What follows belongs to an exercise in optimizing a design on an open flow for a short achievable clock period and few clock cycles; a production flow would make more cautious choices. In this exercise RTL edits were held to simulation tests only and were not proved equivalent to the original. The clock port is modelled as an ideal driver; clocking choices that lean on that would not hold on a real chip. Power and IR drop assume default switching activity.

Setup of run A:
Design processor, start of the top module:
module processor (
  input  logic        clk,
  input  logic        reset,
  input  logic [31:0] instruction,
  output logic [31:0] addr,
  output logic [31:0] out,
  output logic        sys_dne,
  output logic        rw
);
Size: ~2,500 cells after synthesis, about 930 flip-flops, ~100 I/O pins, about 35,000 um2 of cells after synthesis.
Settings: LEC_CHECK=0, CAP_MARGIN=20, CORE_MARGIN=2, CORE_UTILIZATION=65, SETUP_SLACK_MARGIN=4.0, SLEW_MARGIN=20; clock period 6.0 ns.
standard.sh (not shown) runs the stock make flow with config.mk's settings and CLKGATE_MAP_FILE= SYNTH_SCRIPT=/design/flow/synth_recipe.tcl, a recipe that flattens the netlist after the stock synthesis.
==> flow/flow/run.sh <==
#!/bin/bash
set -euo pipefail
cd "$(dirname "$0")/.."
P=${FLOW_PLATFORM:-sky130hd}
R=orfs/results/$P/processor/base
PD=$FLOW_HOME/platforms/$P
LIB=$PD/lib/sky130_fd_sc_hd__tt_025C_1v80.lib
bash standard.sh place > flow_place.log 2>&1
best=""
bestlat=99
for combo in 25:100 22:100 25:150 28:100 28:150 30:100 30:150 32:120; do
  s=${combo%:*}; d=${combo#*:}
  rm -f $R/4_1_cts.odb $R/4_cts.odb $R/4_cts.sdc
  if ! bash standard.sh CTS_CLUSTER_SIZE=$s CTS_CLUSTER_DIAMETER=$d cts > flow_cts_${s}_${d}.log 2>&1; then
    continue
  fi
  m=$(ROOT_MEASURE=1 ROOT_LIB=$LIB PLATFORM_DIR=$PD ROOT_DB=$R/4_cts.odb ROOT_SDC=$R/4_cts.sdc CLK_PORT=clk \
      openroad -no_init -exit flow/root.tcl 2>&1 | tee flow_measure_${s}_${d}.log | grep '^MEASURE' || true)
  echo "$s $d $m" >> flow_cts_choice.log
  read -r _ fan lat slew <<< "$m" || continue
  [[ -z "${slew:-}" ]] && continue
  ok=$(awk -v f="$fan" -v l="$lat" -v sl="$slew" -v b="$bestlat" 'BEGIN{print (f>=1 && f<=16 && sl<0.117 && l<b) ? 1 : 0}')
  if [[ "$ok" == 1 ]]; then
    bestlat=$lat; best=$combo
    mkdir -p flow_best; cp $R/4_1_cts.odb $R/4_cts.odb $R/4_cts.sdc flow_best/
    cp orfs/logs/$P/processor/base/4_1_cts.log flow_best/ 2>/dev/null || true
  fi
done
echo "chosen: ${best:-none} latency $bestlat" >> flow_cts_choice.log
if [[ -n "$best" ]]; then
  cp flow_best/4_1_cts.odb flow_best/4_cts.odb flow_best/4_cts.sdc $R/
  cp flow_best/4_1_cts.log orfs/logs/$P/processor/base/4_1_cts.log 2>/dev/null || true
  ROOT_LIB=$LIB ROOT_DB=$R/4_cts.odb CLK_PORT=clk openroad -no_init -exit flow/root.tcl > flow_root.log 2>&1
  touch $R/4_cts.sdc
else
  rm -f $R/4_1_cts.odb $R/4_cts.odb $R/4_cts.sdc
  bash standard.sh CTS_CLUSTER_SIZE=25 CTS_CLUSTER_DIAMETER=100 cts > flow_cts_fallback.log 2>&1
fi
bash standard.sh > flow_finish.log 2>&1
Other scripts of this flow, unchanged in this note and not shown: flow/flow/root.tcl
Testbench counts of run A, summed over its fixed seeds: cycles 16,288.
Modified inputs, run B compared to run A
- CORE_UTILIZATION changed from 65 to 45
==> comparison <==
Delta (run B minus run A): normalized max-slew margin grew by 1.8 points; slack of the critical path -0.010 ns; final design instance area without fill rose 2.3%; fraction of layout cells with a size suffix above 1 shows an increase of 1.0 points; power dissipated by switching net loads picked up an extra 3.0%. Ratio of routed vias to standard cells, run B vs run A: down by more than 10%. Of run A and run B, the lower pre-CTS setup slack belongs to run B. No stage failed in run B, and the final checks on the layout all came back clean. Run A did not stop at any stage, and its layout met the timing, design-rule and antenna checks.
Inputs modified between run B and run C:
- CORE_UTILIZATION changed from 45 to 65
diff --git a/flow/flow/run.sh b/flow/flow/run.sh
--- a/flow/flow/run.sh
+++ b/flow/flow/run.sh
@@ -20,5 +20,5 @@
   read -r _ fan lat slew <<< "$m" || continue
   [[ -z "${slew:-}" ]] && continue
-  ok=$(awk -v f="$fan" -v l="$lat" -v sl="$slew" -v b="$bestlat" 'BEGIN{print (f>=1 && f<=16 && sl<0.117 && l<b) ? 1 : 0}')
+  ok=$(awk -v f="$fan" -v l="$lat" -v sl="$slew" -v b="$bestlat" 'BEGIN{print (f>=1 && f<=16 && sl<0.110 && l<b) ? 1 : 0}')
   if [[ "$ok" == 1 ]]; then
     bestlat=$lat; best=$combo
--- outcome ---
Run C completed end to end with timing, DRC and antenna clean.
Taking run B as the reference, in run C number of multi-input logic gates about even; combinational logic power fell 8.5%.
out[13] as the critical path endpoint was reported by run B, and sys_dne by run C.
Between run C and run B, the difference in maximum single-stage delay on the critical path is negligible.
Run C: normalized max-slew margin is 2.5 points lower than what run B reported.
Relative to run B, maximum fanout along the worst path has decreased by 1 in run C.
Diff run B -> run C: post-route cell area lost 510 um2; wire length of the first global-routing pass lost about 2.6%.
Compared with run B, run C shows a lower worst setup slack.
Changes in run D relative to run C:
- swapping 65 for 45 in CORE_UTILIZATION
diff --git a/flow/flow/run.sh b/flow/flow/run.sh
--- a/flow/flow/run.sh
+++ b/flow/flow/run.sh
@@ -9,5 +9,5 @@
 best=""
 bestlat=99
-for combo in 25:100 22:100 25:150 28:100 28:150 30:100 30:150 32:120; do
+for combo in 25:100 22:100 25:150 20:100 28:100 25:70; do
   s=${combo%:*}; d=${combo#*:}
   rm -f $R/4_1_cts.odb $R/4_cts.odb $R/4_cts.sdc
@@ -20,5 +20,5 @@
   read -r _ fan lat slew <<< "$m" || continue
   [[ -z "${slew:-}" ]] && continue
-  ok=$(awk -v f="$fan" -v l="$lat" -v sl="$slew" -v b="$bestlat" 'BEGIN{print (f>=1 && f<=16 && sl<0.110 && l<b) ? 1 : 0}')
+  ok=$(awk -v f="$fan" -v l="$lat" -v sl="$slew" -v b="$bestlat" 'BEGIN{print (f>=1 && f<=16 && sl<0.112 && l<b) ? 1 : 0}')
   if [[ "$ok" == 1 ]]; then
     bestlat=$lat; best=$combo
Notes after the runs:
Taking run C as the reference, in run D switching power of the nets went down about 0.5%, fmax flat, average wire per cell in the routed design went down, total routed wirelength has increased, final critical-path share of the clock period level.
Looking at non-clock buffer count across run D and run C, the one that comes out lower is run C.
The number of buffers inserted by post-CTS setup repair in run C is 0.941 times that in run D.

The RTL this note starts from:
==> flow/design.v <==
module processor (
  input  logic        clk,
  input  logic        reset,
  input  logic [31:0] instruction,
  output logic [31:0] addr,
  output logic [31:0] out,
  output logic        sys_dne,
  output logic        rw
);
  localparam logic [5:0] OP_AND = 6'd6;
  localparam logic [5:0] OP_OR  = 6'd7;
  localparam logic [5:0] OP_XOR = 6'd8;
  localparam logic [5:0] OP_NOT = 6'd9;
  localparam logic [5:0] OP_LI  = 6'd10;
  logic [31:0] pc_q;
  logic [5:0]  f_op;
  logic [4:0]  f_rs, f_rt, f_rd;
  logic        f_and, f_or, f_xor, f_not, f_li, f_wr;
  logic [4:0]  f_dst;
  logic [31:0] f_sel_a, f_sel_b;
  assign f_op  = instruction[31:26];
  assign f_rs  = instruction[25:21];
  assign f_rt  = instruction[20:16];
  assign f_rd  = instruction[15:11];
  assign f_and = (f_op == OP_AND);
  assign f_or  = (f_op == OP_OR);
  assign f_xor = (f_op == OP_XOR);
  assign f_not = (f_op == OP_NOT);
  assign f_li  = (f_op == OP_LI);
  assign f_wr  = f_and | f_or | f_xor | f_not | f_li;
  assign f_dst = f_not ? f_rt : (f_li ? f_rs : f_rd);
  always_comb begin
    for (int j = 0; j < 32; j++) begin
      f_sel_a[j] = (f_rs == 5'(j)) && !f_li;
      f_sel_b[j] = (f_rt == 5'(j)) && (f_and || f_or || f_xor);
    end
  end
  logic        r_v;
  logic [31:0] r_sel_a, r_sel_b;
  logic [4:0]  r_rs, r_rt, r_dst;
  logic        r_wr, r_fa, r_fb;      
  logic [1:0]  r_fn;                  
  logic        r_not, r_li;
  logic [15:0] r_imm;
  logic [31:0] rf [32];
  logic [31:0] rd_a, rd_b;
  always_comb begin
    rd_a = '0;
    rd_b = '0;
    for (int j = 0; j < 32; j++) begin
      rd_a = rd_a | ({32{r_sel_a[j]}} & rf[j]);
      rd_b = rd_b | ({32{r_sel_b[j]}} & rf[j]);
    end
  end
  logic        e_v, e_wr, e_fa, e_fb;
  logic [1:0]  e_fn;
  logic [4:0]  e_dst;
  logic [31:0] e_we;
  logic [31:0] e_a, e_b;
  logic [31:0] res_q;
  logic        dne_q;
  logic [31:0] x_a, x_b, x_r;
  assign x_a = e_fa ? res_q : e_a;
  assign x_b = e_fb ? res_q : e_b;
  always_comb begin
    case (e_fn)
      2'd0:    x_r = x_a & x_b;
      2'd1:    x_r = x_a | x_b;
      default: x_r = x_a ^ x_b;
    endcase
  end
  always_ff @(posedge clk or negedge reset) begin
    if (!reset) begin
      pc_q  <= '0;
      r_v   <= 1'b0;
      r_wr  <= 1'b0;
      e_v   <= 1'b0;
      e_wr  <= 1'b0;
      e_we  <= '0;
      res_q <= '0;
      dne_q <= 1'b0;
    end else begin
      pc_q  <= pc_q + 32'd1;
      r_v   <= 1'b1;
      r_wr  <= f_wr;
      e_v   <= r_v;
      e_wr  <= r_v & r_wr;
      for (int j = 0; j < 32; j++) e_we[j] <= r_v & r_wr & (r_dst == 5'(j));
      if (e_wr) res_q <= x_r;
      dne_q <= e_v;
    end
  end
  always_ff @(posedge clk) begin
    r_sel_a <= f_sel_a;
    r_sel_b <= f_sel_b;
    r_rs    <= f_rs;
    r_rt    <= f_rt;
    r_dst   <= f_dst;
    r_fa    <= !f_li;
    r_fb    <= f_and | f_or | f_xor;
    r_fn    <= f_and ? 2'd0 : ((f_or | f_li) ? 2'd1 : 2'd2);
    r_not   <= f_not;
    r_li    <= f_li;
    r_imm   <= instruction[15:0];
    e_a   <= rd_a;
    e_b   <= rd_b | ({32{r_not}}) | (r_li ? {16'h0000, r_imm} : 32'h0);
    e_fa  <= r_fa & e_wr & (e_dst == r_rs);
    e_fb  <= r_fb & e_wr & (e_dst == r_rt);
    e_fn  <= r_fn;
    e_dst <= r_dst;
    for (int j = 0; j < 32; j++)
      if (e_we[j]) rf[j] <= x_r;
  end
  assign addr    = pc_q;
  assign out     = res_q;
  assign sys_dne = dne_q;
  assign rw      = 1'b0;
endmodule
clock: 6.0 ns
lec_check: 0
cap_margin: 20
core_margin: 2
core_utilization: 60
setup_slack_margin: 4.0
slew_margin: 20
tns_end_percent: 100
run.sh (not shown) runs the stock make flow with config.mk's settings and CLKGATE_MAP_FILE= SYNTH_SCRIPT=/design/flow/synth_recipe.tcl, a recipe that flattens the netlist after the stock synthesis.
Stock flow here: none of the scripts above is used.
Testbench counts at the start, summed over its fixed seeds: cycles 16,272.
Then changed:
- CORE_UTILIZATION: 60 -> 40
- SETUP_SLACK_MARGIN: 4.0 -> unset
- TNS_END_PERCENT: 100 -> unset
The new run passed the timing, design-rule and antenna checks; combinational power goes down by 48%; total power goes down by about 7%; via count goes down by about 12%; cell count goes up by about 5%; clock power goes down by 2.7%; count of clock-buffer cells in the layout goes up by 2; fmax goes down by about 16%; routed wire length goes down by about 12%.

[what the ideal ports hide]
Ports are ideal in the flow. The routed layouts listed here were re-timed in OpenROAD.
Step 1 (the two cells are an assumption about what drives the block):
set clk [get_ports {clk}]
set_driving_cell -lib_cell sky130_fd_sc_hd__clkbuf_16 $clk
set_driving_cell -lib_cell sky130_fd_sc_hd__buf_2 [delete_from_list [all_inputs] $clk]
Step 2 times the ports against the registers' clock, not the clock port: input delays grow and output delays shrink by t, the midpoint of the rising clock arrivals with the driver on.
Slacks: ideal / step 1 / step 2; pairs: ideal / step 1.
run	t (ns)	setup WS [ns]	worst register clock-pin slew, ns
run A	0.529	3.891 / 3.766 / 3.642	0.12 / 0.12
run B	0.538	3.881 / 3.752 / 3.615	0.11 / 0.11
run C	0.552	3.866 / 3.742 / 3.619	0.11 / 0.11
run D	0.549	3.867 / 3.739 / 3.702	0.11 / 0.11
the first run of note 2	0.829	3.301 / 3.231 / 3.288	0.07 / 0.07
the second run of note 2	0.839	2.778 / 2.701 / 2.866	0.07 / 0.07
After both steps every run listed still meets setup and hold. The setup slack of run B, which loses most, moves by -0.129 ns with the drivers and by -0.266 ns with both steps.
